From an optimization exercise on the open Yosys and OpenROAD flow, aimed at small area and a short achievable clock period; shortcuts taken in it are not production practice.
No run shown here included a check of the RTL's function; only the layout flow was run.
Power is estimated from default activity; no workload was simulated.

==> flow/design.v <==
`default_nettype none
package sample_pkg;
   typedef logic signed [12-1:0] sample_t;
   typedef logic [(12 + 1)-1:0] power_t;
   typedef logic [10-1:0] index_t;
   typedef logic [16-1:0] count_t;
   typedef logic [$clog2(1024):0] frame_len_t;
endpackage
`default_nettype wire
`default_nettype none
package apb_regs_pkg;
   typedef logic [31:0] apb_data_t;
   typedef logic [1:0] ctrl_t;
   typedef enum logic [8-1:0] {
      ADDR_CTRL        = 8'h00,
      ADDR_FRAME_LEN   = 8'h04,
      ADDR_STATUS      = 8'h08,
      ADDR_PEAK_POWER  = 8'h0C,
      ADDR_PEAK_INDEX  = 8'h10,
      ADDR_FRAME_COUNT = 8'h14
   } reg_addr_e;
   localparam int CTRL_ENABLE_BIT = 0;
   localparam int CTRL_IRQ_EN_BIT = 1;
   localparam int STATUS_DONE_BIT = 0;
   localparam int STATUS_BUSY_BIT = 1;
endpackage
`default_nettype wire
`timescale 1ns/1ns
`default_nettype none
module iq_pwr_tree (
   input  wire [10:0] i_xi,
   input  wire        i_si,
   input  wire [10:0] i_xq,
   input  wire        i_sq,
   output wire [12:0] o_r0,
   output wire [12:0] o_r1,
   output wire [12:0] o_r2
);
   wire hs1, hc2;
   assign hs1 = (i_si & i_xi[0]) ^ (i_xi[1] & ~i_xi[0]);
   assign hc2 = (i_si & i_xi[0]) & (i_xi[1] & ~i_xi[0]);
   wire hs3, hc4;
   assign hs3 = (i_sq & i_xq[0]) ^ (i_xq[1] & ~i_xq[0]);
   assign hc4 = (i_sq & i_xq[0]) & (i_xq[1] & ~i_xq[0]);
   wire fs5, fc6;
   assign fs5 = (i_xi[1] & i_xi[0]) ^ (i_si & i_xi[2]) ^ (i_xi[0] & i_xi[2]);
   assign fc6 = ((i_xi[1] & i_xi[0]) & (i_si & i_xi[2])) | ((i_xi[1] & i_xi[0]) & (i_xi[0] & i_xi[2])) | ((i_si & i_xi[2]) & (i_xi[0] & i_xi[2]));
   wire fs7, fc8;
   assign fs7 = (i_xq[1] & i_xq[0]) ^ (i_sq & i_xq[2]) ^ (i_xq[0] & i_xq[2]);
   assign fc8 = ((i_xq[1] & i_xq[0]) & (i_sq & i_xq[2])) | ((i_xq[1] & i_xq[0]) & (i_xq[0] & i_xq[2])) | ((i_sq & i_xq[2]) & (i_xq[0] & i_xq[2]));
   wire fs9, fc10;
   assign fs9 = (i_xi[2] & ~i_xi[1]) ^ (i_si & i_xi[3]) ^ (i_xi[0] & i_xi[3]);
   assign fc10 = ((i_xi[2] & ~i_xi[1]) & (i_si & i_xi[3])) | ((i_xi[2] & ~i_xi[1]) & (i_xi[0] & i_xi[3])) | ((i_si & i_xi[3]) & (i_xi[0] & i_xi[3]));
   wire fs11, fc12;
   assign fs11 = (i_xq[2] & ~i_xq[1]) ^ (i_sq & i_xq[3]) ^ (i_xq[0] & i_xq[3]);
   assign fc12 = ((i_xq[2] & ~i_xq[1]) & (i_sq & i_xq[3])) | ((i_xq[2] & ~i_xq[1]) & (i_xq[0] & i_xq[3])) | ((i_sq & i_xq[3]) & (i_xq[0] & i_xq[3]));
   wire fs13, fc14;
   assign fs13 = (i_xi[2] & i_xi[1]) ^ (i_si & i_xi[4]) ^ (i_xi[0] & i_xi[4]);
   assign fc14 = ((i_xi[2] & i_xi[1]) & (i_si & i_xi[4])) | ((i_xi[2] & i_xi[1]) & (i_xi[0] & i_xi[4])) | ((i_si & i_xi[4]) & (i_xi[0] & i_xi[4]));
   wire hs15, hc16;
   assign hs15 = (i_xi[1] & i_xi[3]) ^ fc10;
   assign hc16 = (i_xi[1] & i_xi[3]) & fc10;
   wire fs17, fc18;
   assign fs17 = (i_xq[2] & i_xq[1]) ^ (i_sq & i_xq[4]) ^ (i_xq[0] & i_xq[4]);
   assign fc18 = ((i_xq[2] & i_xq[1]) & (i_sq & i_xq[4])) | ((i_xq[2] & i_xq[1]) & (i_xq[0] & i_xq[4])) | ((i_sq & i_xq[4]) & (i_xq[0] & i_xq[4]));
   wire hs19, hc20;
   assign hs19 = (i_xq[1] & i_xq[3]) ^ fc12;
   assign hc20 = (i_xq[1] & i_xq[3]) & fc12;
   wire fs21, fc22;
   assign fs21 = (i_xi[3] & ~i_xi[2]) ^ (i_si & i_xi[5]) ^ (i_xi[0] & i_xi[5]);
   assign fc22 = ((i_xi[3] & ~i_xi[2]) & (i_si & i_xi[5])) | ((i_xi[3] & ~i_xi[2]) & (i_xi[0] & i_xi[5])) | ((i_si & i_xi[5]) & (i_xi[0] & i_xi[5]));
   wire fs23, fc24;
   assign fs23 = (i_xi[1] & i_xi[4]) ^ fc14 ^ fs21;
   assign fc24 = ((i_xi[1] & i_xi[4]) & fc14) | ((i_xi[1] & i_xi[4]) & fs21) | (fc14 & fs21);
   wire fs25, fc26;
   assign fs25 = (i_xq[3] & ~i_xq[2]) ^ (i_sq & i_xq[5]) ^ (i_xq[0] & i_xq[5]);
   assign fc26 = ((i_xq[3] & ~i_xq[2]) & (i_sq & i_xq[5])) | ((i_xq[3] & ~i_xq[2]) & (i_xq[0] & i_xq[5])) | ((i_sq & i_xq[5]) & (i_xq[0] & i_xq[5]));
   wire fs27, fc28;
   assign fs27 = (i_xq[1] & i_xq[4]) ^ fc18 ^ fs25;
   assign fc28 = ((i_xq[1] & i_xq[4]) & fc18) | ((i_xq[1] & i_xq[4]) & fs25) | (fc18 & fs25);
   wire fs29, fc30;
   assign fs29 = (i_xi[3] & i_xi[2]) ^ (i_si & i_xi[6]) ^ (i_xi[0] & i_xi[6]);
   assign fc30 = ((i_xi[3] & i_xi[2]) & (i_si & i_xi[6])) | ((i_xi[3] & i_xi[2]) & (i_xi[0] & i_xi[6])) | ((i_si & i_xi[6]) & (i_xi[0] & i_xi[6]));
   wire fs31, fc32;
   assign fs31 = (i_xi[1] & i_xi[5]) ^ (i_xi[2] & i_xi[4]) ^ fc22;
   assign fc32 = ((i_xi[1] & i_xi[5]) & (i_xi[2] & i_xi[4])) | ((i_xi[1] & i_xi[5]) & fc22) | ((i_xi[2] & i_xi[4]) & fc22);
   wire hs33, hc34;
   assign hs33 = fs29 ^ fc24;
   assign hc34 = fs29 & fc24;
   wire fs35, fc36;
   assign fs35 = (i_xq[3] & i_xq[2]) ^ (i_sq & i_xq[6]) ^ (i_xq[0] & i_xq[6]);
   assign fc36 = ((i_xq[3] & i_xq[2]) & (i_sq & i_xq[6])) | ((i_xq[3] & i_xq[2]) & (i_xq[0] & i_xq[6])) | ((i_sq & i_xq[6]) & (i_xq[0] & i_xq[6]));
   wire fs37, fc38;
   assign fs37 = (i_xq[1] & i_xq[5]) ^ (i_xq[2] & i_xq[4]) ^ fc26;
   assign fc38 = ((i_xq[1] & i_xq[5]) & (i_xq[2] & i_xq[4])) | ((i_xq[1] & i_xq[5]) & fc26) | ((i_xq[2] & i_xq[4]) & fc26);
   wire hs39, hc40;
   assign hs39 = fs35 ^ fc28;
   assign hc40 = fs35 & fc28;
   wire fs41, fc42;
   assign fs41 = (i_xi[4] & ~i_xi[3]) ^ (i_si & i_xi[7]) ^ (i_xi[0] & i_xi[7]);
   assign fc42 = ((i_xi[4] & ~i_xi[3]) & (i_si & i_xi[7])) | ((i_xi[4] & ~i_xi[3]) & (i_xi[0] & i_xi[7])) | ((i_si & i_xi[7]) & (i_xi[0] & i_xi[7]));
   wire fs43, fc44;
   assign fs43 = (i_xi[1] & i_xi[6]) ^ (i_xi[2] & i_xi[5]) ^ fc30;
   assign fc44 = ((i_xi[1] & i_xi[6]) & (i_xi[2] & i_xi[5])) | ((i_xi[1] & i_xi[6]) & fc30) | ((i_xi[2] & i_xi[5]) & fc30);
   wire fs45, fc46;
   assign fs45 = fs41 ^ fc32 ^ fs43;
   assign fc46 = (fs41 & fc32) | (fs41 & fs43) | (fc32 & fs43);
   wire fs47, fc48;
   assign fs47 = (i_xq[4] & ~i_xq[3]) ^ (i_sq & i_xq[7]) ^ (i_xq[0] & i_xq[7]);
   assign fc48 = ((i_xq[4] & ~i_xq[3]) & (i_sq & i_xq[7])) | ((i_xq[4] & ~i_xq[3]) & (i_xq[0] & i_xq[7])) | ((i_sq & i_xq[7]) & (i_xq[0] & i_xq[7]));
   wire fs49, fc50;
   assign fs49 = (i_xq[1] & i_xq[6]) ^ (i_xq[2] & i_xq[5]) ^ fc36;
   assign fc50 = ((i_xq[1] & i_xq[6]) & (i_xq[2] & i_xq[5])) | ((i_xq[1] & i_xq[6]) & fc36) | ((i_xq[2] & i_xq[5]) & fc36);
   wire fs51, fc52;
   assign fs51 = fs47 ^ fc38 ^ fs49;
   assign fc52 = (fs47 & fc38) | (fs47 & fs49) | (fc38 & fs49);
   wire fs53, fc54;
   assign fs53 = (i_xi[4] & i_xi[3]) ^ (i_si & i_xi[8]) ^ (i_xi[0] & i_xi[8]);
   assign fc54 = ((i_xi[4] & i_xi[3]) & (i_si & i_xi[8])) | ((i_xi[4] & i_xi[3]) & (i_xi[0] & i_xi[8])) | ((i_si & i_xi[8]) & (i_xi[0] & i_xi[8]));
   wire fs55, fc56;
   assign fs55 = (i_xi[1] & i_xi[7]) ^ (i_xi[2] & i_xi[6]) ^ (i_xi[3] & i_xi[5]);
   assign fc56 = ((i_xi[1] & i_xi[7]) & (i_xi[2] & i_xi[6])) | ((i_xi[1] & i_xi[7]) & (i_xi[3] & i_xi[5])) | ((i_xi[2] & i_xi[6]) & (i_xi[3] & i_xi[5]));
   wire fs57, fc58;
   assign fs57 = fc42 ^ fs53 ^ fs55;
   assign fc58 = (fc42 & fs53) | (fc42 & fs55) | (fs53 & fs55);
   wire hs59, hc60;
   assign hs59 = fc44 ^ fs57;
   assign hc60 = fc44 & fs57;
   wire fs61, fc62;
   assign fs61 = (i_xq[4] & i_xq[3]) ^ (i_sq & i_xq[8]) ^ (i_xq[0] & i_xq[8]);
   assign fc62 = ((i_xq[4] & i_xq[3]) & (i_sq & i_xq[8])) | ((i_xq[4] & i_xq[3]) & (i_xq[0] & i_xq[8])) | ((i_sq & i_xq[8]) & (i_xq[0] & i_xq[8]));
   wire fs63, fc64;
   assign fs63 = (i_xq[1] & i_xq[7]) ^ (i_xq[2] & i_xq[6]) ^ (i_xq[3] & i_xq[5]);
   assign fc64 = ((i_xq[1] & i_xq[7]) & (i_xq[2] & i_xq[6])) | ((i_xq[1] & i_xq[7]) & (i_xq[3] & i_xq[5])) | ((i_xq[2] & i_xq[6]) & (i_xq[3] & i_xq[5]));
   wire fs65, fc66;
   assign fs65 = fc48 ^ fs61 ^ fs63;
   assign fc66 = (fc48 & fs61) | (fc48 & fs63) | (fs61 & fs63);
   wire hs67, hc68;
   assign hs67 = fc50 ^ fs65;
   assign hc68 = fc50 & fs65;
   wire fs69, fc70;
   assign fs69 = (i_xi[5] & ~i_xi[4]) ^ (i_si & i_xi[9]) ^ (i_xi[0] & i_xi[9]);
   assign fc70 = ((i_xi[5] & ~i_xi[4]) & (i_si & i_xi[9])) | ((i_xi[5] & ~i_xi[4]) & (i_xi[0] & i_xi[9])) | ((i_si & i_xi[9]) & (i_xi[0] & i_xi[9]));
   wire fs71, fc72;
   assign fs71 = (i_xi[1] & i_xi[8]) ^ (i_xi[2] & i_xi[7]) ^ (i_xi[3] & i_xi[6]);
   assign fc72 = ((i_xi[1] & i_xi[8]) & (i_xi[2] & i_xi[7])) | ((i_xi[1] & i_xi[8]) & (i_xi[3] & i_xi[6])) | ((i_xi[2] & i_xi[7]) & (i_xi[3] & i_xi[6]));
   wire fs73, fc74;
   assign fs73 = fc54 ^ fc56 ^ fs69;
   assign fc74 = (fc54 & fc56) | (fc54 & fs69) | (fc56 & fs69);
   wire fs75, fc76;
   assign fs75 = fs71 ^ fc58 ^ fs73;
   assign fc76 = (fs71 & fc58) | (fs71 & fs73) | (fc58 & fs73);
   wire fs77, fc78;
   assign fs77 = (i_xq[5] & ~i_xq[4]) ^ (i_sq & i_xq[9]) ^ (i_xq[0] & i_xq[9]);
   assign fc78 = ((i_xq[5] & ~i_xq[4]) & (i_sq & i_xq[9])) | ((i_xq[5] & ~i_xq[4]) & (i_xq[0] & i_xq[9])) | ((i_sq & i_xq[9]) & (i_xq[0] & i_xq[9]));
   wire fs79, fc80;
   assign fs79 = (i_xq[1] & i_xq[8]) ^ (i_xq[2] & i_xq[7]) ^ (i_xq[3] & i_xq[6]);
   assign fc80 = ((i_xq[1] & i_xq[8]) & (i_xq[2] & i_xq[7])) | ((i_xq[1] & i_xq[8]) & (i_xq[3] & i_xq[6])) | ((i_xq[2] & i_xq[7]) & (i_xq[3] & i_xq[6]));
   wire fs81, fc82;
   assign fs81 = fc62 ^ fc64 ^ fs77;
   assign fc82 = (fc62 & fc64) | (fc62 & fs77) | (fc64 & fs77);
   wire fs83, fc84;
   assign fs83 = fs79 ^ fc66 ^ fs81;
   assign fc84 = (fs79 & fc66) | (fs79 & fs81) | (fc66 & fs81);
   wire [11:0] low_A;
   assign low_A = {1'b0, hc60, fc46, hc34, fs31, hc16, fs13, fc6, hc2, (i_si & i_xi[1]), 1'b0, (i_xi[0] ^ i_si)} + {1'b0, fs75, hs59, fs45, hs33, fs23, hs15, fs9, fs5, hs1, 1'b0, 1'b0};
   wire [11:0] low_B;
   assign low_B = {1'b0, hc68, fc52, hc40, fs37, hc20, fs17, fc8, hc4, (i_sq & i_xq[1]), 1'b0, (i_xq[0] ^ i_sq)} + {1'b0, fs83, hs67, fs51, hs39, fs27, hs19, fs11, fs7, hs3, 1'b0, 1'b0};
   wire fs85, fc86;
   assign fs85 = (i_xi[5] & i_xi[4]) ^ (i_si & i_xi[10]) ^ (i_xi[0] & i_xi[10]);
   assign fc86 = ((i_xi[5] & i_xi[4]) & (i_si & i_xi[10])) | ((i_xi[5] & i_xi[4]) & (i_xi[0] & i_xi[10])) | ((i_si & i_xi[10]) & (i_xi[0] & i_xi[10]));
   wire fs87, fc88;
   assign fs87 = (i_xi[1] & i_xi[9]) ^ (i_xi[2] & i_xi[8]) ^ (i_xi[3] & i_xi[7]);
   assign fc88 = ((i_xi[1] & i_xi[9]) & (i_xi[2] & i_xi[8])) | ((i_xi[1] & i_xi[9]) & (i_xi[3] & i_xi[7])) | ((i_xi[2] & i_xi[8]) & (i_xi[3] & i_xi[7]));
   wire fs89, fc90;
   assign fs89 = (i_xi[4] & i_xi[6]) ^ (i_xq[5] & i_xq[4]) ^ (i_sq & i_xq[10]);
   assign fc90 = ((i_xi[4] & i_xi[6]) & (i_xq[5] & i_xq[4])) | ((i_xi[4] & i_xi[6]) & (i_sq & i_xq[10])) | ((i_xq[5] & i_xq[4]) & (i_sq & i_xq[10]));
   wire fs91, fc92;
   assign fs91 = (i_xq[0] & i_xq[10]) ^ (i_xq[1] & i_xq[9]) ^ (i_xq[2] & i_xq[8]);
   assign fc92 = ((i_xq[0] & i_xq[10]) & (i_xq[1] & i_xq[9])) | ((i_xq[0] & i_xq[10]) & (i_xq[2] & i_xq[8])) | ((i_xq[1] & i_xq[9]) & (i_xq[2] & i_xq[8]));
   wire fs93, fc94;
   assign fs93 = (i_xq[3] & i_xq[7]) ^ (i_xq[4] & i_xq[6]) ^ fc70;
   assign fc94 = ((i_xq[3] & i_xq[7]) & (i_xq[4] & i_xq[6])) | ((i_xq[3] & i_xq[7]) & fc70) | ((i_xq[4] & i_xq[6]) & fc70);
   wire fs95, fc96;
   assign fs95 = fc72 ^ fc78 ^ fc80;
   assign fc96 = (fc72 & fc78) | (fc72 & fc80) | (fc78 & fc80);
   wire fs97, fc98;
   assign fs97 = fs85 ^ fs87 ^ fs89;
   assign fc98 = (fs85 & fs87) | (fs85 & fs89) | (fs87 & fs89);
   wire fs99, fc100;
   assign fs99 = fs91 ^ fc74 ^ fc82;
   assign fc100 = (fs91 & fc74) | (fs91 & fc82) | (fc74 & fc82);
   wire fs101, fc102;
   assign fs101 = fs93 ^ fs95 ^ fs97;
   assign fc102 = (fs93 & fs95) | (fs93 & fs97) | (fs95 & fs97);
   wire fs103, fc104;
   assign fs103 = fs99 ^ fc76 ^ fc84;
   assign fc104 = (fs99 & fc76) | (fs99 & fc84) | (fc76 & fc84);
   wire hs105, hc106;
   assign hs105 = fs101 ^ fs103;
   assign hc106 = fs101 & fs103;
   wire fs107, fc108;
   assign fs107 = (i_xi[6] & ~i_xi[5]) ^ (i_xi[1] & i_xi[10]) ^ (i_xi[2] & i_xi[9]);
   assign fc108 = ((i_xi[6] & ~i_xi[5]) & (i_xi[1] & i_xi[10])) | ((i_xi[6] & ~i_xi[5]) & (i_xi[2] & i_xi[9])) | ((i_xi[1] & i_xi[10]) & (i_xi[2] & i_xi[9]));
   wire fs109, fc110;
   assign fs109 = (i_xi[3] & i_xi[8]) ^ (i_xi[4] & i_xi[7]) ^ (i_xq[6] & ~i_xq[5]);
   assign fc110 = ((i_xi[3] & i_xi[8]) & (i_xi[4] & i_xi[7])) | ((i_xi[3] & i_xi[8]) & (i_xq[6] & ~i_xq[5])) | ((i_xi[4] & i_xi[7]) & (i_xq[6] & ~i_xq[5]));
   wire fs111, fc112;
   assign fs111 = (i_xq[1] & i_xq[10]) ^ (i_xq[2] & i_xq[9]) ^ (i_xq[3] & i_xq[8]);
   assign fc112 = ((i_xq[1] & i_xq[10]) & (i_xq[2] & i_xq[9])) | ((i_xq[1] & i_xq[10]) & (i_xq[3] & i_xq[8])) | ((i_xq[2] & i_xq[9]) & (i_xq[3] & i_xq[8]));
   wire fs113, fc114;
   assign fs113 = (i_xq[4] & i_xq[7]) ^ fc86 ^ fc88;
   assign fc114 = ((i_xq[4] & i_xq[7]) & fc86) | ((i_xq[4] & i_xq[7]) & fc88) | (fc86 & fc88);
   wire fs115, fc116;
   assign fs115 = fc90 ^ fc92 ^ fs107;
   assign fc116 = (fc90 & fc92) | (fc90 & fs107) | (fc92 & fs107);
   wire fs117, fc118;
   assign fs117 = fs109 ^ fs111 ^ fc94;
   assign fc118 = (fs109 & fs111) | (fs109 & fc94) | (fs111 & fc94);
   wire fs119, fc120;
   assign fs119 = fc96 ^ fc98 ^ fs113;
   assign fc120 = (fc96 & fc98) | (fc96 & fs113) | (fc98 & fs113);
   wire fs121, fc122;
   assign fs121 = fs115 ^ fc100 ^ fs117;
   assign fc122 = (fs115 & fc100) | (fs115 & fs117) | (fc100 & fs117);
   wire fs123, fc124;
   assign fs123 = fs119 ^ fc102 ^ fc104;
   assign fc124 = (fs119 & fc102) | (fs119 & fc104) | (fc102 & fc104);
   wire fs125, fc126;
   assign fs125 = (i_xi[6] & i_xi[5]) ^ (i_xi[2] & i_xi[10]) ^ (i_xi[3] & i_xi[9]);
   assign fc126 = ((i_xi[6] & i_xi[5]) & (i_xi[2] & i_xi[10])) | ((i_xi[6] & i_xi[5]) & (i_xi[3] & i_xi[9])) | ((i_xi[2] & i_xi[10]) & (i_xi[3] & i_xi[9]));
   wire fs127, fc128;
   assign fs127 = (i_xi[4] & i_xi[8]) ^ (i_xi[5] & i_xi[7]) ^ (i_xq[6] & i_xq[5]);
   assign fc128 = ((i_xi[4] & i_xi[8]) & (i_xi[5] & i_xi[7])) | ((i_xi[4] & i_xi[8]) & (i_xq[6] & i_xq[5])) | ((i_xi[5] & i_xi[7]) & (i_xq[6] & i_xq[5]));
   wire fs129, fc130;
   assign fs129 = (i_xq[2] & i_xq[10]) ^ (i_xq[3] & i_xq[9]) ^ (i_xq[4] & i_xq[8]);
   assign fc130 = ((i_xq[2] & i_xq[10]) & (i_xq[3] & i_xq[9])) | ((i_xq[2] & i_xq[10]) & (i_xq[4] & i_xq[8])) | ((i_xq[3] & i_xq[9]) & (i_xq[4] & i_xq[8]));
   wire fs131, fc132;
   assign fs131 = (i_xq[5] & i_xq[7]) ^ fc108 ^ fc110;
   assign fc132 = ((i_xq[5] & i_xq[7]) & fc108) | ((i_xq[5] & i_xq[7]) & fc110) | (fc108 & fc110);
   wire fs133, fc134;
   assign fs133 = fc112 ^ fs125 ^ fs127;
   assign fc134 = (fc112 & fs125) | (fc112 & fs127) | (fs125 & fs127);
   wire fs135, fc136;
   assign fs135 = fs129 ^ fc114 ^ fc116;
   assign fc136 = (fs129 & fc114) | (fs129 & fc116) | (fc114 & fc116);
   wire fs137, fc138;
   assign fs137 = fs131 ^ fs133 ^ fc118;
   assign fc138 = (fs131 & fs133) | (fs131 & fc118) | (fs133 & fc118);
   wire fs139, fc140;
   assign fs139 = fc120 ^ fs135 ^ fs137;
   assign fc140 = (fc120 & fs135) | (fc120 & fs137) | (fs135 & fs137);
   wire fs141, fc142;
   assign fs141 = (i_xi[7] & ~i_xi[6]) ^ (i_xi[3] & i_xi[10]) ^ (i_xi[4] & i_xi[9]);
   assign fc142 = ((i_xi[7] & ~i_xi[6]) & (i_xi[3] & i_xi[10])) | ((i_xi[7] & ~i_xi[6]) & (i_xi[4] & i_xi[9])) | ((i_xi[3] & i_xi[10]) & (i_xi[4] & i_xi[9]));
   wire fs143, fc144;
   assign fs143 = (i_xi[5] & i_xi[8]) ^ (i_xq[7] & ~i_xq[6]) ^ (i_xq[3] & i_xq[10]);
   assign fc144 = ((i_xi[5] & i_xi[8]) & (i_xq[7] & ~i_xq[6])) | ((i_xi[5] & i_xi[8]) & (i_xq[3] & i_xq[10])) | ((i_xq[7] & ~i_xq[6]) & (i_xq[3] & i_xq[10]));
   wire fs145, fc146;
   assign fs145 = (i_xq[4] & i_xq[9]) ^ (i_xq[5] & i_xq[8]) ^ fc126;
   assign fc146 = ((i_xq[4] & i_xq[9]) & (i_xq[5] & i_xq[8])) | ((i_xq[4] & i_xq[9]) & fc126) | ((i_xq[5] & i_xq[8]) & fc126);
   wire fs147, fc148;
   assign fs147 = fc128 ^ fc130 ^ fs141;
   assign fc148 = (fc128 & fc130) | (fc128 & fs141) | (fc130 & fs141);
   wire fs149, fc150;
   assign fs149 = fs143 ^ fc132 ^ fc134;
   assign fc150 = (fs143 & fc132) | (fs143 & fc134) | (fc132 & fc134);
   wire fs151, fc152;
   assign fs151 = fs145 ^ fs147 ^ fc136;
   assign fc152 = (fs145 & fs147) | (fs145 & fc136) | (fs147 & fc136);
   wire hs153, hc154;
   assign hs153 = fs149 ^ fc138;
   assign hc154 = fs149 & fc138;
   wire fs155, fc156;
   assign fs155 = (i_xi[7] & i_xi[6]) ^ (i_xi[4] & i_xi[10]) ^ (i_xi[5] & i_xi[9]);
   assign fc156 = ((i_xi[7] & i_xi[6]) & (i_xi[4] & i_xi[10])) | ((i_xi[7] & i_xi[6]) & (i_xi[5] & i_xi[9])) | ((i_xi[4] & i_xi[10]) & (i_xi[5] & i_xi[9]));
   wire fs157, fc158;
   assign fs157 = (i_xi[6] & i_xi[8]) ^ (i_xq[7] & i_xq[6]) ^ (i_xq[4] & i_xq[10]);
   assign fc158 = ((i_xi[6] & i_xi[8]) & (i_xq[7] & i_xq[6])) | ((i_xi[6] & i_xi[8]) & (i_xq[4] & i_xq[10])) | ((i_xq[7] & i_xq[6]) & (i_xq[4] & i_xq[10]));
   wire fs159, fc160;
   assign fs159 = (i_xq[5] & i_xq[9]) ^ (i_xq[6] & i_xq[8]) ^ fc142;
   assign fc160 = ((i_xq[5] & i_xq[9]) & (i_xq[6] & i_xq[8])) | ((i_xq[5] & i_xq[9]) & fc142) | ((i_xq[6] & i_xq[8]) & fc142);
   wire fs161, fc162;
   assign fs161 = fc144 ^ fs155 ^ fs157;
   assign fc162 = (fc144 & fs155) | (fc144 & fs157) | (fs155 & fs157);
   wire fs163, fc164;
   assign fs163 = fc146 ^ fc148 ^ fs159;
   assign fc164 = (fc146 & fc148) | (fc146 & fs159) | (fc148 & fs159);
   wire fs165, fc166;
   assign fs165 = fs161 ^ fc150 ^ fs163;
   assign fc166 = (fs161 & fc150) | (fs161 & fs163) | (fc150 & fs163);
   wire fs167, fc168;
   assign fs167 = (i_xi[8] & ~i_xi[7]) ^ (i_xi[5] & i_xi[10]) ^ (i_xi[6] & i_xi[9]);
   assign fc168 = ((i_xi[8] & ~i_xi[7]) & (i_xi[5] & i_xi[10])) | ((i_xi[8] & ~i_xi[7]) & (i_xi[6] & i_xi[9])) | ((i_xi[5] & i_xi[10]) & (i_xi[6] & i_xi[9]));
   wire fs169, fc170;
   assign fs169 = (i_xq[8] & ~i_xq[7]) ^ (i_xq[5] & i_xq[10]) ^ (i_xq[6] & i_xq[9]);
   assign fc170 = ((i_xq[8] & ~i_xq[7]) & (i_xq[5] & i_xq[10])) | ((i_xq[8] & ~i_xq[7]) & (i_xq[6] & i_xq[9])) | ((i_xq[5] & i_xq[10]) & (i_xq[6] & i_xq[9]));
   wire fs171, fc172;
   assign fs171 = fc156 ^ fc158 ^ fs167;
   assign fc172 = (fc156 & fc158) | (fc156 & fs167) | (fc158 & fs167);
   wire fs173, fc174;
   assign fs173 = fs169 ^ fc160 ^ fc162;
   assign fc174 = (fs169 & fc160) | (fs169 & fc162) | (fc160 & fc162);
   wire hs175, hc176;
   assign hs175 = fs171 ^ fc164;
   assign hc176 = fs171 & fc164;
   wire fs177, fc178;
   assign fs177 = (i_xi[8] & i_xi[7]) ^ (i_xi[6] & i_xi[10]) ^ (i_xi[7] & i_xi[9]);
   assign fc178 = ((i_xi[8] & i_xi[7]) & (i_xi[6] & i_xi[10])) | ((i_xi[8] & i_xi[7]) & (i_xi[7] & i_xi[9])) | ((i_xi[6] & i_xi[10]) & (i_xi[7] & i_xi[9]));
   wire fs179, fc180;
   assign fs179 = (i_xq[8] & i_xq[7]) ^ (i_xq[6] & i_xq[10]) ^ (i_xq[7] & i_xq[9]);
   assign fc180 = ((i_xq[8] & i_xq[7]) & (i_xq[6] & i_xq[10])) | ((i_xq[8] & i_xq[7]) & (i_xq[7] & i_xq[9])) | ((i_xq[6] & i_xq[10]) & (i_xq[7] & i_xq[9]));
   wire fs181, fc182;
   assign fs181 = fc168 ^ fc170 ^ fs177;
   assign fc182 = (fc168 & fc170) | (fc168 & fs177) | (fc170 & fs177);
   wire fs183, fc184;
   assign fs183 = fs179 ^ fc172 ^ fs181;
   assign fc184 = (fs179 & fc172) | (fs179 & fs181) | (fc172 & fs181);
   wire fs185, fc186;
   assign fs185 = (i_xi[9] & ~i_xi[8]) ^ (i_xi[7] & i_xi[10]) ^ (i_xq[9] & ~i_xq[8]);
   assign fc186 = ((i_xi[9] & ~i_xi[8]) & (i_xi[7] & i_xi[10])) | ((i_xi[9] & ~i_xi[8]) & (i_xq[9] & ~i_xq[8])) | ((i_xi[7] & i_xi[10]) & (i_xq[9] & ~i_xq[8]));
   wire fs187, fc188;
   assign fs187 = (i_xq[7] & i_xq[10]) ^ fc178 ^ fc180;
   assign fc188 = ((i_xq[7] & i_xq[10]) & fc178) | ((i_xq[7] & i_xq[10]) & fc180) | (fc178 & fc180);
   wire hs189, hc190;
   assign hs189 = fs185 ^ fc182;
   assign hc190 = fs185 & fc182;
   wire fs191, fc192;
   assign fs191 = (i_xi[9] & i_xi[8]) ^ (i_xi[8] & i_xi[10]) ^ (i_xq[9] & i_xq[8]);
   assign fc192 = ((i_xi[9] & i_xi[8]) & (i_xi[8] & i_xi[10])) | ((i_xi[9] & i_xi[8]) & (i_xq[9] & i_xq[8])) | ((i_xi[8] & i_xi[10]) & (i_xq[9] & i_xq[8]));
   wire fs193, fc194;
   assign fs193 = (i_xq[8] & i_xq[10]) ^ fc186 ^ fs191;
   assign fc194 = ((i_xq[8] & i_xq[10]) & fc186) | ((i_xq[8] & i_xq[10]) & fs191) | (fc186 & fs191);
   wire hs195, hc196;
   assign hs195 = (i_xi[10] & ~i_xi[9]) ^ (i_xq[10] & ~i_xq[9]);
   assign hc196 = (i_xi[10] & ~i_xi[9]) & (i_xq[10] & ~i_xq[9]);
   assign o_r0 = {1'b0, 1'b0, (i_xi[10] & i_xi[9]), fc192, fc188, fc184, fc174, fc166, fc152, fc140, fc122, hc106, low_A[11]};
   assign o_r1 = {1'b0, 1'b0, (i_xq[10] & i_xq[9]), fc194, hc190, fs187, hc176, fs173, hc154, fs151, fc124, fs121, low_B[11]};
   assign o_r2 = {1'b0, 1'b0, hc196, hs195, fs193, hs189, fs183, hs175, fs165, hs153, fs139, fs123, hs105};
endmodule
module iq_power (
   input  wire                 clk,
   input  wire                 i_rst_n,
   input  wire                 i_valid,
   output logic                o_ready,
   input  wire sample_pkg::sample_t i_i,
   input  wire sample_pkg::sample_t i_q,
   output logic                o_pwr_valid,
   input  wire                 i_pwr_ready,
   output logic [10:0]         o_xi,
   output logic                o_si,
   output logic [10:0]         o_xq,
   output logic                o_sq
);
   logic take;
   assign o_ready = i_pwr_ready | ~o_pwr_valid;
   assign take    = i_valid & o_ready;
   always_ff @(posedge clk) begin
      if (!i_rst_n) begin
         o_pwr_valid <= 1'b0;
      end else if (take) begin
         o_pwr_valid <= 1'b1;
      end else if (i_pwr_ready) begin
         o_pwr_valid <= 1'b0;
      end
   end
   always_ff @(posedge clk) begin
      if (take) begin
         o_xi <= i_i[10:0] ^ {11{i_i[11]}};
         o_si <= i_i[11];
         o_xq <= i_q[10:0] ^ {11{i_q[11]}};
         o_sq <= i_q[11];
      end
   end
endmodule
`default_nettype wire
`timescale 1ns/1ns
`default_nettype none
module frame_arg_max (
   input  wire                     clk,
   input  wire                     i_rst_n,
   input  wire                     i_enable,
   input  wire sample_pkg::frame_len_t i_frame_len,
   input  wire                     i_pwr_valid,
   output logic                    o_pwr_ready,
   input  wire [10:0]              i_xi,
   input  wire                     i_si,
   input  wire [10:0]              i_xq,
   input  wire                     i_sq,
   output logic                    o_res_valid,
   output sample_pkg::power_t      o_peak_power,
   output sample_pkg::index_t      o_peak_index,
   input  wire                     i_res_busy,
   output logic                    o_busy
);
   logic                   hold_q;
   logic                   hold_d;
   logic                   infr_q;      
   logic                   infr_d;
   logic                   res_d;
   sample_pkg::index_t     cnt_q;
   sample_pkg::index_t     cnt_inc;
   sample_pkg::index_t     len_q;
   sample_pkg::index_t     cur_len;
   logic                   first;
   logic                   take;
   logic                   last;
   logic                   lag_v_q;
   logic                   lag_first_q;
   sample_pkg::index_t     lag_idx_q;
   logic [12:0]            r0, r1, r2;
   logic [12:0]            lag_r0_q, lag_r1_q, lag_r2_q;
   sample_pkg::power_t     lag_pwr;
   logic [14:0]            gt_sum;
   logic                   gt;
   sample_pkg::power_t     max_q;
   sample_pkg::index_t     idx_q;
   sample_pkg::power_t     max_d;
   sample_pkg::index_t     idx_d;
   logic                   upd;
   assign o_pwr_ready = i_enable & ~hold_q;
   assign take        = i_pwr_valid & o_pwr_ready;
   assign first   = ~infr_q;
   assign cnt_inc = cnt_q + 1'b1;
   assign cur_len = first ? i_frame_len[10-1:0] : len_q;
   assign last    = (cnt_inc == cur_len);
   always_comb begin
      hold_d = hold_q;
      infr_d = infr_q;
      res_d  = 1'b0;
      if (hold_q) begin
         if (!i_res_busy) begin
            hold_d = 1'b0;
            res_d  = 1'b1;
         end
      end else if (take) begin
         infr_d = ~last;
         if (last) begin
            if (i_res_busy || o_res_valid) begin
               hold_d = 1'b1;
            end else begin
               res_d  = 1'b1;
            end
         end
      end
   end
   always_ff @(posedge clk) begin
      if (!i_rst_n) begin
         hold_q      <= 1'b0;
         infr_q      <= 1'b0;
         o_busy      <= 1'b0;
         cnt_q       <= '0;
         o_res_valid <= 1'b0;
         lag_v_q     <= 1'b0;
      end else begin
         hold_q      <= hold_d;
         infr_q      <= infr_d;
         o_busy      <= hold_d | infr_d;
         o_res_valid <= res_d;
         lag_v_q     <= take;
         if (take) begin
            cnt_q <= last ? '0 : cnt_inc;
         end
      end
   end
   always_ff @(posedge clk) begin
      if (take && first) begin
         len_q <= i_frame_len[10-1:0];
      end
   end
   iq_pwr_tree tree0 (
      .i_xi (i_xi),
      .i_si (i_si),
      .i_xq (i_xq),
      .i_sq (i_sq),
      .o_r0 (r0),
      .o_r1 (r1),
      .o_r2 (r2)
   );
   always_ff @(posedge clk) begin
      lag_r0_q    <= r0;
      lag_r1_q    <= r1;
      lag_r2_q    <= r2;
      lag_idx_q   <= cnt_q;
      lag_first_q <= first;
   end
   assign lag_pwr = lag_r0_q + lag_r1_q + lag_r2_q;
   assign gt_sum  = {2'b00, lag_r0_q} + {2'b00, lag_r1_q} + {2'b00, lag_r2_q} + {2'b00, ~max_q};
   assign gt      = gt_sum[13];
   assign upd   = lag_v_q & (lag_first_q | gt);
   assign max_d = upd ? lag_pwr : max_q;
   assign idx_d = upd ? lag_idx_q : idx_q;
   always_ff @(posedge clk) begin
      max_q <= max_d;
      idx_q <= idx_d;
   end
   assign o_peak_power = max_d;
   assign o_peak_index = idx_d;
endmodule
`default_nettype wire
`timescale 1ns/1ns
`default_nettype none
module peak_apb_regs (
   input  wire                      clk,
   input  wire                      i_rst_n,
   input  wire                      i_psel,
   input  wire                      i_penable,
   input  wire                      i_pwrite,
   input  wire logic [8-1:0]  i_paddr,
   input  wire apb_regs_pkg::apb_data_t i_pwdata,
   output apb_regs_pkg::apb_data_t  o_prdata,
   output logic                     o_pready,
   output logic                     o_pslverr,
   output logic                     o_enable,
   output sample_pkg::frame_len_t   o_frame_len,
   input  wire                      i_res_valid,
   input  wire sample_pkg::power_t  i_peak_power,
   input  wire sample_pkg::index_t  i_peak_index,
   input  wire                      i_busy,
   output logic                     o_res_busy,
   output logic                     o_irq
);
   apb_regs_pkg::ctrl_t      ctrl_q;
   sample_pkg::frame_len_t frame_len_q;
   logic       done_q;
   logic       irq_q;
   sample_pkg::power_t     peak_power_q;
   sample_pkg::index_t     peak_index_q;
   sample_pkg::count_t     frame_count_q;
   logic       access;
   logic [5:0] sel_d;
   logic [5:0] sel_q;
   logic       unmapped_q;
   logic       wr;
   apb_regs_pkg::apb_data_t  rdata;
   localparam int FL_W = $clog2(1024) + 1;
   function automatic sample_pkg::frame_len_t clamp_len(input apb_regs_pkg::apb_data_t wdata);
      if (wdata == '0 || wdata > 1024) begin
         clamp_len = 1024;
      end else begin
         clamp_len = wdata[FL_W-1:0];
      end
   endfunction
   assign sel_d[0] = (i_paddr == 8'h00);
   assign sel_d[1] = (i_paddr == 8'h04);
   assign sel_d[2] = (i_paddr == 8'h08);
   assign sel_d[3] = (i_paddr == 8'h0C);
   assign sel_d[4] = (i_paddr == 8'h10);
   assign sel_d[5] = (i_paddr == 8'h14);
   always_ff @(posedge clk) begin
      sel_q      <= sel_d;
      unmapped_q <= ~|sel_d;
   end
   assign access = i_psel & i_penable;
   assign wr     = access & i_pwrite;
   always_comb begin
      rdata = '0;
      rdata[1:0]   = rdata[1:0]   | ({2{sel_q[0]}} & ctrl_q);
      rdata[10:0]  = rdata[10:0]  | ({11{sel_q[1]}} & frame_len_q);
      rdata[1:0]   = rdata[1:0]   | ({2{sel_q[2]}} & {i_busy, done_q});
      rdata[12:0]  = rdata[12:0]  | ({13{sel_q[3]}} & peak_power_q);
      rdata[9:0]   = rdata[9:0]   | ({10{sel_q[4]}} & peak_index_q);
      rdata[15:0]  = rdata[15:0]  | ({16{sel_q[5]}} & frame_count_q);
   end
   assign o_prdata  = rdata;
   assign o_pready  = 1'b1;
   assign o_pslverr = unmapped_q;
   always_ff @(posedge clk) begin
      if (!i_rst_n) begin
         ctrl_q        <= '0;
         frame_len_q   <= 1024;
         done_q        <= 1'b0;
         irq_q         <= 1'b0;
         frame_count_q <= '0;
      end else begin
         irq_q <= done_q & ctrl_q[apb_regs_pkg::CTRL_IRQ_EN_BIT];
         if (wr && sel_q[0]) begin
            ctrl_q <= i_pwdata[1:0];
         end
         if (wr && sel_q[1]) begin
            frame_len_q <= clamp_len(i_pwdata);
         end
         if (i_res_valid) begin
            done_q        <= 1'b1;
            frame_count_q <= frame_count_q + 1'b1;
         end else if (wr && sel_q[2] && i_pwdata[apb_regs_pkg::STATUS_DONE_BIT]) begin
            done_q <= 1'b0;
         end
      end
   end
   always_ff @(posedge clk) begin
      if (i_res_valid) begin
         peak_power_q <= i_peak_power;
         peak_index_q <= i_peak_index;
      end
   end
   assign o_enable    = ctrl_q[apb_regs_pkg::CTRL_ENABLE_BIT];
   assign o_frame_len = frame_len_q;
   assign o_res_busy  = done_q;
   assign o_irq       = irq_q;
endmodule
`default_nettype wire
`timescale 1ns/1ns
`default_nettype none
module peak_search_top (
   input  wire                      clk,
   input  wire                      i_rst_n,
   input  wire                      i_s_valid,
   output wire                      o_s_ready,
   input  wire sample_pkg::sample_t i_s_i,
   input  wire sample_pkg::sample_t i_s_q,
   input  wire                      i_psel,
   input  wire                      i_penable,
   input  wire                      i_pwrite,
   input  wire logic [8-1:0]  i_paddr,
   input  wire apb_regs_pkg::apb_data_t i_pwdata,
   output wire apb_regs_pkg::apb_data_t o_prdata,
   output wire                      o_pready,
   output wire                      o_pslverr,
   output wire                      o_irq
);
   logic       enable;
   sample_pkg::frame_len_t frame_len;
   logic       res_valid;
   sample_pkg::power_t     peak_power;
   sample_pkg::index_t     peak_index;
   logic       res_busy;
   logic       busy;
   logic       pwr_valid;
   logic       pwr_ready;
   logic [10:0] pwr_xi;
   logic        pwr_si;
   logic [10:0] pwr_xq;
   logic        pwr_sq;
   iq_power power0 (
      .clk     (clk),
      .i_rst_n (i_rst_n),
      .i_valid (i_s_valid),
      .o_ready (o_s_ready),
      .i_i     (i_s_i),
      .i_q     (i_s_q),
      .o_pwr_valid (pwr_valid),
      .i_pwr_ready (pwr_ready),
      .o_xi    (pwr_xi),
      .o_si    (pwr_si),
      .o_xq    (pwr_xq),
      .o_sq    (pwr_sq)
   );
   frame_arg_max search0 (
      .clk           (clk),
      .i_rst_n       (i_rst_n),
      .i_enable      (enable),
      .i_frame_len   (frame_len),
      .i_pwr_valid   (pwr_valid),
      .o_pwr_ready   (pwr_ready),
      .i_xi          (pwr_xi),
      .i_si          (pwr_si),
      .i_xq          (pwr_xq),
      .i_sq          (pwr_sq),
      .o_res_valid   (res_valid),
      .o_peak_power  (peak_power),
      .o_peak_index  (peak_index),
      .i_res_busy    (res_busy),
      .o_busy        (busy)
   );
   peak_apb_regs regs0 (
      .clk           (clk),
      .i_rst_n       (i_rst_n),
      .i_psel        (i_psel),
      .i_penable     (i_penable),
      .i_pwrite      (i_pwrite),
      .i_paddr       (i_paddr),
      .i_pwdata      (i_pwdata),
      .o_prdata      (o_prdata),
      .o_pready      (o_pready),
      .o_pslverr     (o_pslverr),
      .o_enable      (enable),
      .o_frame_len   (frame_len),
      .i_res_valid   (res_valid),
      .i_peak_power  (peak_power),
      .i_peak_index  (peak_index),
      .i_busy        (busy),
      .o_res_busy    (res_busy),
      .o_irq         (o_irq)
   );
endmodule
`default_nettype wire
==> flow/run.sh <==
#!/bin/bash
# synth_recipe.tcl (not shown) runs the flow's synth.tcl, then flattens the netlist and writes it again
# the make line also repeats each setting of config.mk as NAME=value (left out here)
make -C /OpenROAD-flow-scripts/flow DESIGN_CONFIG=/design/flow/config.mk WORK_HOME=/design/flow/orfs CLKGATE_MAP_FILE= SYNTH_SCRIPT=/design/flow/synth_recipe.tcl finish
==> flow/config.mk <==
export PLATFORM = sky130hd
export DESIGN_NAME = peak_search_top
export DESIGN_NICKNAME = peak_search_top
export VERILOG_FILES = /design/flow/design.v
export SDC_FILE = /design/flow/constraint.sdc
export NUM_CORES = 4
export LEC_CHECK = 0
export CAP_MARGIN = 20
export CORE_MARGIN = 2
export CORE_UTILIZATION = 40
export SETUP_SLACK_MARGIN = 4.5
export SLEW_MARGIN = 20
==> flow/constraint.sdc <==
create_clock -name core_clock -period 7.5 [get_ports {clk}]
set_input_delay 1.5000 -clock core_clock [delete_from_list [all_inputs] [get_ports {clk}]]
set_output_delay 1.5000 -clock core_clock [all_outputs]
set_load 0.01 [all_outputs]
==> metrics.log, run 1 <==
INFO  metric power.internal = 0.00234 W
INFO  metric route.final.wire_length = ~26000 µm
INFO  metric power.sequential.fraction = 0.307
INFO  metric final-hold-violation-count = 0
INFO  metric wl_per_cell = 16.1 µm
INFO  metric maxSlewHeadroom = 0.443
INFO  metric postCtsHoldBufs = 0
INFO  metric cts_tree = done
INFO  metric synthDominantAreaCellType = sky130_fd_sc_hd__dfxtp_1
INFO  metric antenna_found_initial = 0
INFO  metric grt.met1_usage = 0.229
INFO  metric fin_worst_hold_slack = around 0.41 ns
INFO  metric critPathCaptureType = flip-flop
INFO  metric synthDistinctLibCells = 62
INFO  metric post-synth-top-area-fraction = 0.213
INFO  metric routed-via-count = between 8000 and 9000
INFO  metric ff2ff_path_depth = 17
INFO  metric antenna_cells = 0
INFO  metric crit_arrival = approximately 4.4 ns
INFO  metric top_usage_layer = met2
INFO  metric min_path_type = reg -> reg
INFO  metric grtUsageTotal = 0.180
INFO  metric timing.critical_path.fanout_max = 6
INFO  metric dp.final_hpwl = around 19000 µm
INFO  metric final_setup_violation_count = 0
INFO  metric worstHoldPathCells = 0
INFO  metric final.setup.tns = 0 ns
INFO  metric final_util = 0.511
INFO  metric clkPwrFrac = 0.248
INFO  metric cts-htree-levels = 4
INFO  metric timing.final.crit_period = 4.25 ns
INFO  metric worstPathRequired = between 7 and 8 ns
INFO  metric final_min_period_over_clock_period = 0.566
INFO  metric instances_no_fill = ~1600
INFO  metric flow.area_growth_from_synthesis = 25.3%
INFO  metric cts_buffers = 17
INFO  metric leakagePower = 6.14 nW
INFO  metric drive_above_1_share = 0.207
INFO  metric met3_usage = 0.0321
INFO  metric synth.top_cells.by_count = 121 x sky130_fd_sc_hd__dfxtp_1, 101 x sky130_fd_sc_hd__and2_1, 101 x sky130_fd_sc_hd__inv_1, 97 x sky130_fd_sc_hd__fa_1, 78 x sky130_fd_sc_hd__nand2_1
INFO  metric die_area = between 20000 and 30000 µm²
INFO  metric power.switching_fraction = 0.374
INFO  metric total_nets_final = between 1000 and 1500
INFO  metric pwr-share-comb = 0.445
INFO  metric drt_pre_antenna_iters = 5
INFO  metric criticalPathCategory = reg -> reg
INFO  metric async_set_reset_flop_share_out_of_synthesis = 0
INFO  metric ys_seq_area_frac = 0.363
INFO  metric grt-ovfl-total = 0
INFO  metric largest_net_degree_at_the_start_of_global_routing = 39
INFO  metric max_slew.worst_pin.slew = between 0.8 and 0.9 ns
INFO  metric globalplace.congestion = between 0.8 and 0.9
INFO  metric yosys_most_used_dff = sky130_fd_sc_hd__dfxtp_1
INFO  metric drv.max_cap_violation_count = 0
INFO  metric root_buffer = sky130_fd_sc_hd__clkbuf_16
INFO  metric ant_nets = 0
INFO  metric cts_num_sinks = 178
INFO  metric rsz_0062_raised_after_global_routing = yes
INFO  metric finalClockSkew = approximately 0.018 ns
INFO  metric synth.area.top_cells = sky130_fd_sc_hd__dfxtp_1 21%, sky130_fd_sc_hd__fa_1 17%, sky130_fd_sc_hd__edfxtp_1 15%, sky130_fd_sc_hd__ha_1 7.0%, sky130_fd_sc_hd__and2_1 5.5%
INFO  metric worst_ir_drop_vdd = around 0.16 mV
INFO  metric syn_area = ~11000 µm²
INFO  metric synthesis.yosys.warnings = 3
INFO  metric grt_pass1_wl = between 40000 and 50000 µm
INFO  metric final-max-slew-violation-count = 0
INFO  metric synth.ff_latch_count = 178
INFO  metric clk_slew_on_worst_s_h_paths = 0.07 ns
INFO  metric dp_worst_setup_slack = roughly 2.7 ns
INFO  metric route.detailed.vias_per_inst = approximately 5
INFO  metric clk_path_buf_depth = 2
INFO  metric start_kind = flip-flop
INFO  metric placementRows = 61
INFO  metric grt_util_met2 = 0.317
INFO  metric chipHeight = roughly 170 µm
INFO  metric initial_utilization = 0.408
INFO  metric i_o_pin_count = 106
INFO  metric core-area = about 28000 µm²
INFO  metric place_inst = ~1500
INFO  metric detail_route.drc_violations = 0
INFO  metric drt_first_iter_violations = 519
INFO  metric number_of_global_route_vias_before_repair = between 8000 and 9000
INFO  metric syn_inst = about 1100
INFO  metric clock_insertion_delay_worst_skew = 0.44 ns
INFO  metric max_freq = 236 MHz
INFO  metric synth-edff-count = 57
INFO  metric run_status = complete, no violations
INFO  metric most_frequent_cell_after_synthesis = sky130_fd_sc_hd__dfxtp_1
INFO  metric syn_avg_cell_area = about 11 µm²
INFO  metric power.density = 261 nW/µm²
INFO  metric postLayoutSetupSlackWorst = about 3.3 ns
INFO  metric numPortBuffers = 88
INFO  metric die-width = 173 µm
INFO  metric switchingPower = ~0.0014 W
final cells by class:
class	instances	area (µm²)
fill	2542	13700
multi-input combinational	759	6980
sequential	178	4150
timing repair buffer	181	1660
tap	378	473
clock buffer	17	425
inverter	101	379
clock inverter	15	201
path summary, 6_finish.rpt:
check | slack, ns | endpoint | startpoint
max reg2reg | 3.25 | regs0.peak_power_q[7]$_DFFE_PP_ | search0.lag_r0_q[0]$_DFF_P_
max | 3.25 | regs0.peak_power_q[7]$_DFFE_PP_ | search0.lag_r0_q[0]$_DFF_P_
min reg2reg | 0.41 | search0.lag_idx_q[1]$_DFF_P_ | search0.cnt_q[1]$_SDFFE_PN0P_
min | 0.41 | search0.lag_idx_q[1]$_DFF_P_ | search0.cnt_q[1]$_SDFFE_PN0P_
cells in the final DEF, fill, tap and decap left out, types with 43 or more instances in the layout:
master	instances
sky130_fd_sc_hd__dfxtp_1	111
sky130_fd_sc_hd__ha_1	58
sky130_fd_sc_hd__nor2_1	43
sky130_fd_sc_hd__nand2_1	76
sky130_fd_sc_hd__buf_4	74
sky130_fd_sc_hd__clkdlybuf4s50_1	70
sky130_fd_sc_hd__and2_1	91
sky130_fd_sc_hd__fa_1	82
sky130_fd_sc_hd__edfxtp_1	57
sky130_fd_sc_hd__inv_1	91
critical path, stage by stage (launching register included):
cell	delay (ns)
sky130_fd_sc_hd__dfxtp_2	0.33
sky130_fd_sc_hd__ha_4	0.16
sky130_fd_sc_hd__fa_2	0.33
sky130_fd_sc_hd__a21o_1	0.17
sky130_fd_sc_hd__a21oi_2	0.14
sky130_fd_sc_hd__o21bai_1	0.10
sky130_fd_sc_hd__a21oi_2	0.17
sky130_fd_sc_hd__o21bai_2	0.10
sky130_fd_sc_hd__buf_4	0.15
sky130_fd_sc_hd__nand4_1	0.10
sky130_fd_sc_hd__o311ai_2	0.14
sky130_fd_sc_hd__fa_1	0.46
sky130_fd_sc_hd__ha_1	0.30
sky130_fd_sc_hd__a2111oi_1	0.49
sky130_fd_sc_hd__o21ai_2	0.14
sky130_fd_sc_hd__o311ai_4	0.20
sky130_fd_sc_hd__buf_12	0.20
sky130_fd_sc_hd__mux2_4	0.31
per-stage QoR:
| stage | power [W] | area, µm² |
|---|---|---|
| 3_5_place_dp | 0.00264 | 12600 |
| 4_1_cts | 0.00370 | 13900 |
| 2_1_floorplan | 0.00227 | 11500 |
| 5_1_grt | 0.00406 | 14300 |
| 3_3_place_gp | 0.00260 | 12600 |
| 6_report | 0.00373 | 14300 |
power groups by stage:
stage / combinational, W / clock [W] / sequential (W)
2_1_floorplan: 0.00113 / 0 / 0.00114
3_3_place_gp: 0.00142 / 0 / 0.00118
3_5_place_dp: 0.00145 / 0 / 0.00119
4_1_cts: 0.00161 / 0.000945 / 0.00114
5_1_grt: 0.00192 / 0.000986 / 0.00116
6_report: 0.00166 / 0.000924 / 0.00114
flip-flops by register name, summed over array words and instances (netlist names), 2 cells and up:
signal	cells
regs0.peak_index_q	10
search0.lag_idx_q	10
regs0.peak_power_q	13
search0.lag_r2_q	11
search0.lag_r1_q	11
regs0.sel_q	6
regs0.frame_count_q	16
regs0.ctrl_q	2
regs0.frame_len_q	11
search0.max_q	13
search0.len_q	10
power0.o_xq	11
search0.lag_r0_q	11
power0.o_xi	11
search0.idx_q	10
search0.cnt_q	10
logic make-up (layout without fill, tap and decap cells):
| kind of cell | after synthesis | in the layout | share of synthesized area |
|---|---|---|---|
| AND/OR/NAND/NOR | 336 | 336 | 0.159 |
| other | 2 | 19 | 0.000660 |
| XOR/XNOR | 64 | 64 | 0.0504 |
| flip-flops | 178 | 178 | 0.363 |
| buffers and inverters | 164 | 314 | 0.0647 |
| adder cells (fa/ha/maj) | 161 | 161 | 0.241 |
| AO/OA/AOI/OAI | 145 | 145 | 0.0872 |
| multiplexers | 34 | 34 | 0.0338 |
routing by layer:
| layer | vias up | part of all wire |
|---|---|---|
| li1 | 3924 | - |
| met1 | 3992 | 0.45 |
| met2 | 176 | 0.50 |
| met3 | 23 | 0.035 |
| met4 | 0 | 0.016 |
| met5 | - | 0 |
timing repair:
action,in CTS,in global routing
pin swaps,24,43
cloned,2,0
buffers inserted,68,19
setup endpoints to repair,88,78
resized for setup,92,88
endpoints found under the hold margin,0,0
==> run 2, diff against run 1 <==
--- a/flow/config.mk
+++ b/flow/config.mk
@@ -8,5 +8,4 @@
 export CAP_MARGIN = 20
 export CORE_MARGIN = 2
 export CORE_UTILIZATION = 40
-export SETUP_SLACK_MARGIN = 4.5
 export SLEW_MARGIN = 20
==> metrics.log, run 2 <==
INFO  metric run_status = complete, no violations
INFO  metric max_flop_register = regs0.frame_count_q
INFO  metric most_frequent_cell_after_synthesis = sky130_fd_sc_hd__dfxtp_1
INFO  metric final_common_cell = sky130_fd_sc_hd__dfxtp_1
INFO  metric power.density = 264 nW/µm² (+1.0%)
INFO  metric pwr-share-comb = 0.408 (-0.037)
INFO  metric cts_resized = 0 (-100%)
INFO  metric postCtsSetupRepairBufs = 0 (-100%)
INFO  metric core-area = 27900 µm² (unchanged)
INFO  metric finalClockSkew = 0.0153 ns (-0.00297 ns)
INFO  metric die_area = 29800 µm² (unchanged)
INFO  metric drv.max_cap_violation_count = 0 (unchanged)
INFO  metric final_setup_violation_count = 0 (unchanged)
INFO  metric async_set_reset_flop_share_out_of_synthesis = 0 (unchanged)
INFO  metric clkPwrFrac = 0.255 (+0.007)
INFO  metric worst_hold_startpoint = search0.cnt_q[1]$_SDFFE_PN0P_
INFO  metric drive_above_1_share = 0.0620 (-0.145)
INFO  metric timing.final.crit_period = 5.18 ns (+0.937 ns)
INFO  metric rsz_0062_raised_after_global_routing = no
INFO  metric largest_net_degree_at_the_start_of_global_routing = 33 (-15%)
INFO  metric whs_endpoint = search0.lag_idx_q[1]$_DFF_P_
INFO  metric antenna_cells = 0 (unchanged)
INFO  metric grt-ovfl-total = 0 (unchanged)
INFO  metric clock_insertion_delay_worst_skew = 0.44 ns (about the same)
INFO  metric final-max-slew-violation-count = 0 (unchanged)
INFO  metric maxSlewHeadroom = 0.454 (+0.0120)
INFO  metric grtUsageTotal = 0.165 (-0.0146)
INFO  metric switchingPower = 0.00126 W (-9.8%)
INFO  metric max_slew.worst_pin.slew = 0.815 ns (+0.000139 ns)
INFO  metric clk_slew_on_worst_s_h_paths = 0.08 ns (about the same)
INFO  metric synth.area.top_cells = sky130_fd_sc_hd__dfxtp_1 21%, sky130_fd_sc_hd__fa_1 17%, sky130_fd_sc_hd__edfxtp_1 15%, sky130_fd_sc_hd__ha_1 7.0%, sky130_fd_sc_hd__and2_1 5.5%
INFO  metric power = 0.00345 W (-7.4%)
INFO  metric worstHoldPathCells = 0 (unchanged)
INFO  metric timing.reg2reg.setup_slack = 2.32 ns (-0.94 ns)
INFO  metric i_o_pin_count = 106 (unchanged)
INFO  metric clk_path_buf_depth = 2 (unchanged)
INFO  metric globalplace.congestion = 0.823 (-1.3%)
INFO  metric synthDominantAreaCellType = sky130_fd_sc_hd__dfxtp_1
INFO  metric critPathCaptureType = flip-flop
INFO  metric dp_worst_setup_slack = 2.27 ns (-0.415 ns)
INFO  metric cts_buffers = 17 (unchanged)
INFO  metric wl_per_cell = 15.2 µm (-5.7%)
INFO  metric reg2reg_from = search0.lag_r1_q[0]$_DFF_P_
INFO  metric synth-edff-count = 57 (unchanged)
INFO  metric ff2ff_path_depth = 18 (+1)
INFO  metric max_freq = 193 MHz (-18%)
INFO  metric grt_pass1_wl = 39900 µm (-7.3%)
INFO  metric largestRegisters = regs0.frame_count_q: 16 flops, regs0.peak_power_q: 13 flops, search0.max_q: 13 flops
INFO  metric final.setup.tns = 0 ns (unchanged)
INFO  metric drt_pre_antenna_iters = 5 (unchanged)
INFO  metric crit_arrival = 5.36 ns (+0.93 ns)
INFO  metric timing.critical_path.fanout_max = 23 (+17)
INFO  metric power.switching_fraction = 0.364 (-0.00968)
INFO  metric syn_avg_cell_area = 10.5 µm² (unchanged)
INFO  metric cts_num_sinks = 178 (unchanged)
INFO  metric min_path_type = reg -> reg
INFO  metric place_area = 12500 µm² (-0.57%)
INFO  metric final-hold-violation-count = 0 (unchanged)
INFO  metric power.internal = 0.00220 W (-6.0%)
INFO  metric chipHeight = 173 µm (unchanged)
INFO  metric synth.ff_latch_count = 178 (unchanged)
INFO  metric ys_seq_area_frac = 0.363 (unchanged)
INFO  metric post-synth-top-area-fraction = 0.213 (unchanged)
INFO  metric postLayoutSetupSlackWorst = 2.32 ns (-0.937 ns)
INFO  metric worst_ir_drop_vdd = 0.184 mV (+17%)
INFO  metric largest_reg_flops = 16 (unchanged)
INFO  metric routed-via-count = 7587 (-6.5%)
INFO  metric criticalPathCategory = reg -> reg
INFO  metric yosys_most_used_dff = sky130_fd_sc_hd__dfxtp_1
INFO  metric ant_nets = 0 (unchanged)
INFO  metric start_kind = flip-flop
INFO  metric route.final.wire_length = 23400 µm (-11%)
INFO  metric placementRows = 61 (unchanged)
INFO  metric postCtsHoldBufs = 0 (unchanged)
INFO  metric layout.cells.most_common_list = 121 x sky130_fd_sc_hd__dfxtp_1, 101 x sky130_fd_sc_hd__inv_1, 100 x sky130_fd_sc_hd__and2_1
INFO  metric die-width = 173 µm (unchanged)
INFO  metric drt_first_iter_violations = 461 (-11%)
INFO  metric cts_tree = done
INFO  metric root_buffer = sky130_fd_sc_hd__clkbuf_16
INFO  metric final_min_period_over_clock_period = 0.691 (+0.125)
INFO  metric syn_area = 11400 µm² (unchanged)
INFO  metric leakagePower = 5.52 nW (-10%)
INFO  metric stdcell_area = 13100 µm² (-8.4%)
INFO  metric worstPathRequired = 7.67 ns (about the same)
INFO  metric fillers = 2639 (+3.8%)
INFO  metric cts-htree-levels = 4 (unchanged)
INFO  metric number_of_global_route_vias_before_repair = 7819 (-5.1%)
INFO  metric antenna_found_initial = 0 (unchanged)
INFO  metric route.detailed.vias_per_inst = 4.93 (-1.1%)
INFO  metric critical_r2r_capture = regs0.peak_power_q[9]$_DFFE_PP_
INFO  metric total_nets_final = 1380 (-6.1%)
INFO  metric detail_route.drc_violations = 0 (unchanged)
INFO  metric initial_utilization = 0.408 (unchanged)
INFO  metric numPortBuffers = 88 (unchanged)
INFO  metric dp.final_hpwl = 18000 µm (-3.1%)
INFO  metric synthesis.yosys.warnings = 3 (unchanged)
INFO  metric synthDistinctLibCells = 62 (unchanged)
INFO  metric syn_inst = 1084 (unchanged)
INFO  metric flow.area_growth_from_synthesis = 14.8%
INFO  metric power.sequential.fraction = 0.337 (+0.030)
INFO  metric synth.top_cells.by_count = 121 x sky130_fd_sc_hd__dfxtp_1, 101 x sky130_fd_sc_hd__and2_1, 101 x sky130_fd_sc_hd__inv_1, 97 x sky130_fd_sc_hd__fa_1, 78 x sky130_fd_sc_hd__nand2_1
run 2: cell counts after synthesis:
Identical to the previous run, type by type.
run 2: cell families after synthesis:
logic type	count (synthesis)	share of synthesized area
fa+ha+maj	161	0.241
xor+xnor	64	0.0504
compound gates	145	0.0872
simple gates	336	0.159
other cells	2	0.000660
flops	178	0.363
mux	34	0.0338
buf+inv	164	0.0647
run 2: power groups by stage:
| stage | registers (W) | logic, W | clock network [W] |
|---|---|---|---|
| 6_report | 0.00116 | 0.00141 | 0.000881 |
| 5_1_grt | 0.00118 | 0.00163 | 0.000946 |
| 4_1_cts | 0.00116 | 0.00143 | 0.000903 |
| 3_5_place_dp | 0.00119 | 0.00142 | 0 |
| 3_3_place_gp | 0.00118 | 0.00139 | 0 |
| 2_1_floorplan | 0.00114 | 0.00110 | 0 |
run 2: metal layers:
layer	vias up	wire length (µm)	track usage
met3	18	639	0.0275
met2	140	11400	0.280
met4	0	357	0.0463
li1	3738	-	-
met1	3691	11000	0.219
met5	-	0	0
run 2: worst max-delay path: stages, from the launching register on:
cell	delay, ns
sky130_fd_sc_hd__dfxtp_1	0.30
sky130_fd_sc_hd__ha_1	0.22
sky130_fd_sc_hd__fa_1	0.47
sky130_fd_sc_hd__a21o_1	0.20
sky130_fd_sc_hd__a21oi_1	0.24
sky130_fd_sc_hd__o21bai_1	0.10
sky130_fd_sc_hd__a21oi_1	0.25
sky130_fd_sc_hd__o21bai_1	0.16
sky130_fd_sc_hd__xor2_1	0.28
sky130_fd_sc_hd__fa_1	0.45
sky130_fd_sc_hd__ha_1	0.22
sky130_fd_sc_hd__or3_1	0.36
sky130_fd_sc_hd__a2111oi_0	0.31
sky130_fd_sc_hd__o21ai_0	0.15
sky130_fd_sc_hd__a31oi_1	0.18
sky130_fd_sc_hd__o21ai_0	0.15
sky130_fd_sc_hd__o311ai_4	0.10
sky130_fd_sc_hd__buf_4	0.38
sky130_fd_sc_hd__mux2_2	0.40
run 2: how the worst max path moves through the flow:
stage,to,cells after the start,slack [ns],from
final,regs0.peak_power_q[9]$_DFFE_PP_,18,2.32,search0.lag_r1_q[0]$_DFF_P_
after floorplan,regs0.peak_power_q[7]$_DFFE_PP_,18,2.89,search0.lag_r1_q[0]$_DFF_P_
after global placement,regs0.peak_power_q[0]$_DFFE_PP_,18,2.34,search0.lag_r1_q[0]$_DFF_P_
after CTS,regs0.peak_power_q[9]$_DFFE_PP_,18,2.25,search0.lag_r1_q[0]$_DFF_P_
after global routing,regs0.peak_power_q[9]$_DFFE_PP_,18,1.83,search0.lag_r1_q[0]$_DFF_P_
after detailed placement,regs0.peak_index_q[1]$_DFFE_PP_,18,2.27,search0.lag_r1_q[0]$_DFF_P_
run 2: stage by stage:
step / instances / util / hold WS [ns]
floorplan: 1101 / - / 0.329
global placement: 1508 / 0.447 / 0.394
detailed placement: 1508 / 0.447 / 0.401
CTS: 1540 / 0.468 / 0.423
global route: 1540 / 0.468 / 0.439
finish: 1540 / 0.468 / 0.427
run 2: final cells by class:
type | instances | area [µm²] | area share
clock inverters | 14 | 155 | 0.0119
inverters | 101 | 379 | 0.0290
flip-flops and latches | 178 | 4130 | 0.316
repair buffers | 92 | 911 | 0.0697
well taps | 378 | 473 | 0.0362
multi-input cells | 759 | 6590 | 0.504
clock buffers | 18 | 429 | 0.0328

afterwards: timing with drivers on the ports:
How much do the figures lean on ideal ports? The routed layouts below were timed once more, with nothing changed but the port constraints. Step 1: set_driving_cell puts a clkbuf_16 on clk and a buf_2 on each other input, an assumption about the parent block. Step 2 times the ports against the registers' clock, not the clock port: input delays grow and output delays shrink by t, the midpoint of the rising clock arrivals with the driver on. a / b / c = ideal ports / drivers / drivers and shift; a / b = the first two.
run | t, ns | slack for setup (ns) | worst hold slack (ns) | latest minus earliest clock arrival (ns) | slew at the worst register clock pin (ns)
run 1 | 0.476 | 3.254 / 3.254 / 3.254 | 0.410 / 0.410 / 0.410 | 0.023 / 0.023 | 0.09 / 0.09
run 2 | 0.477 | 2.317 / 2.317 / 2.317 | 0.427 / 0.427 / 0.427 | 0.016 / 0.016 | 0.08 / 0.08
After both steps every run listed still meets setup and hold.
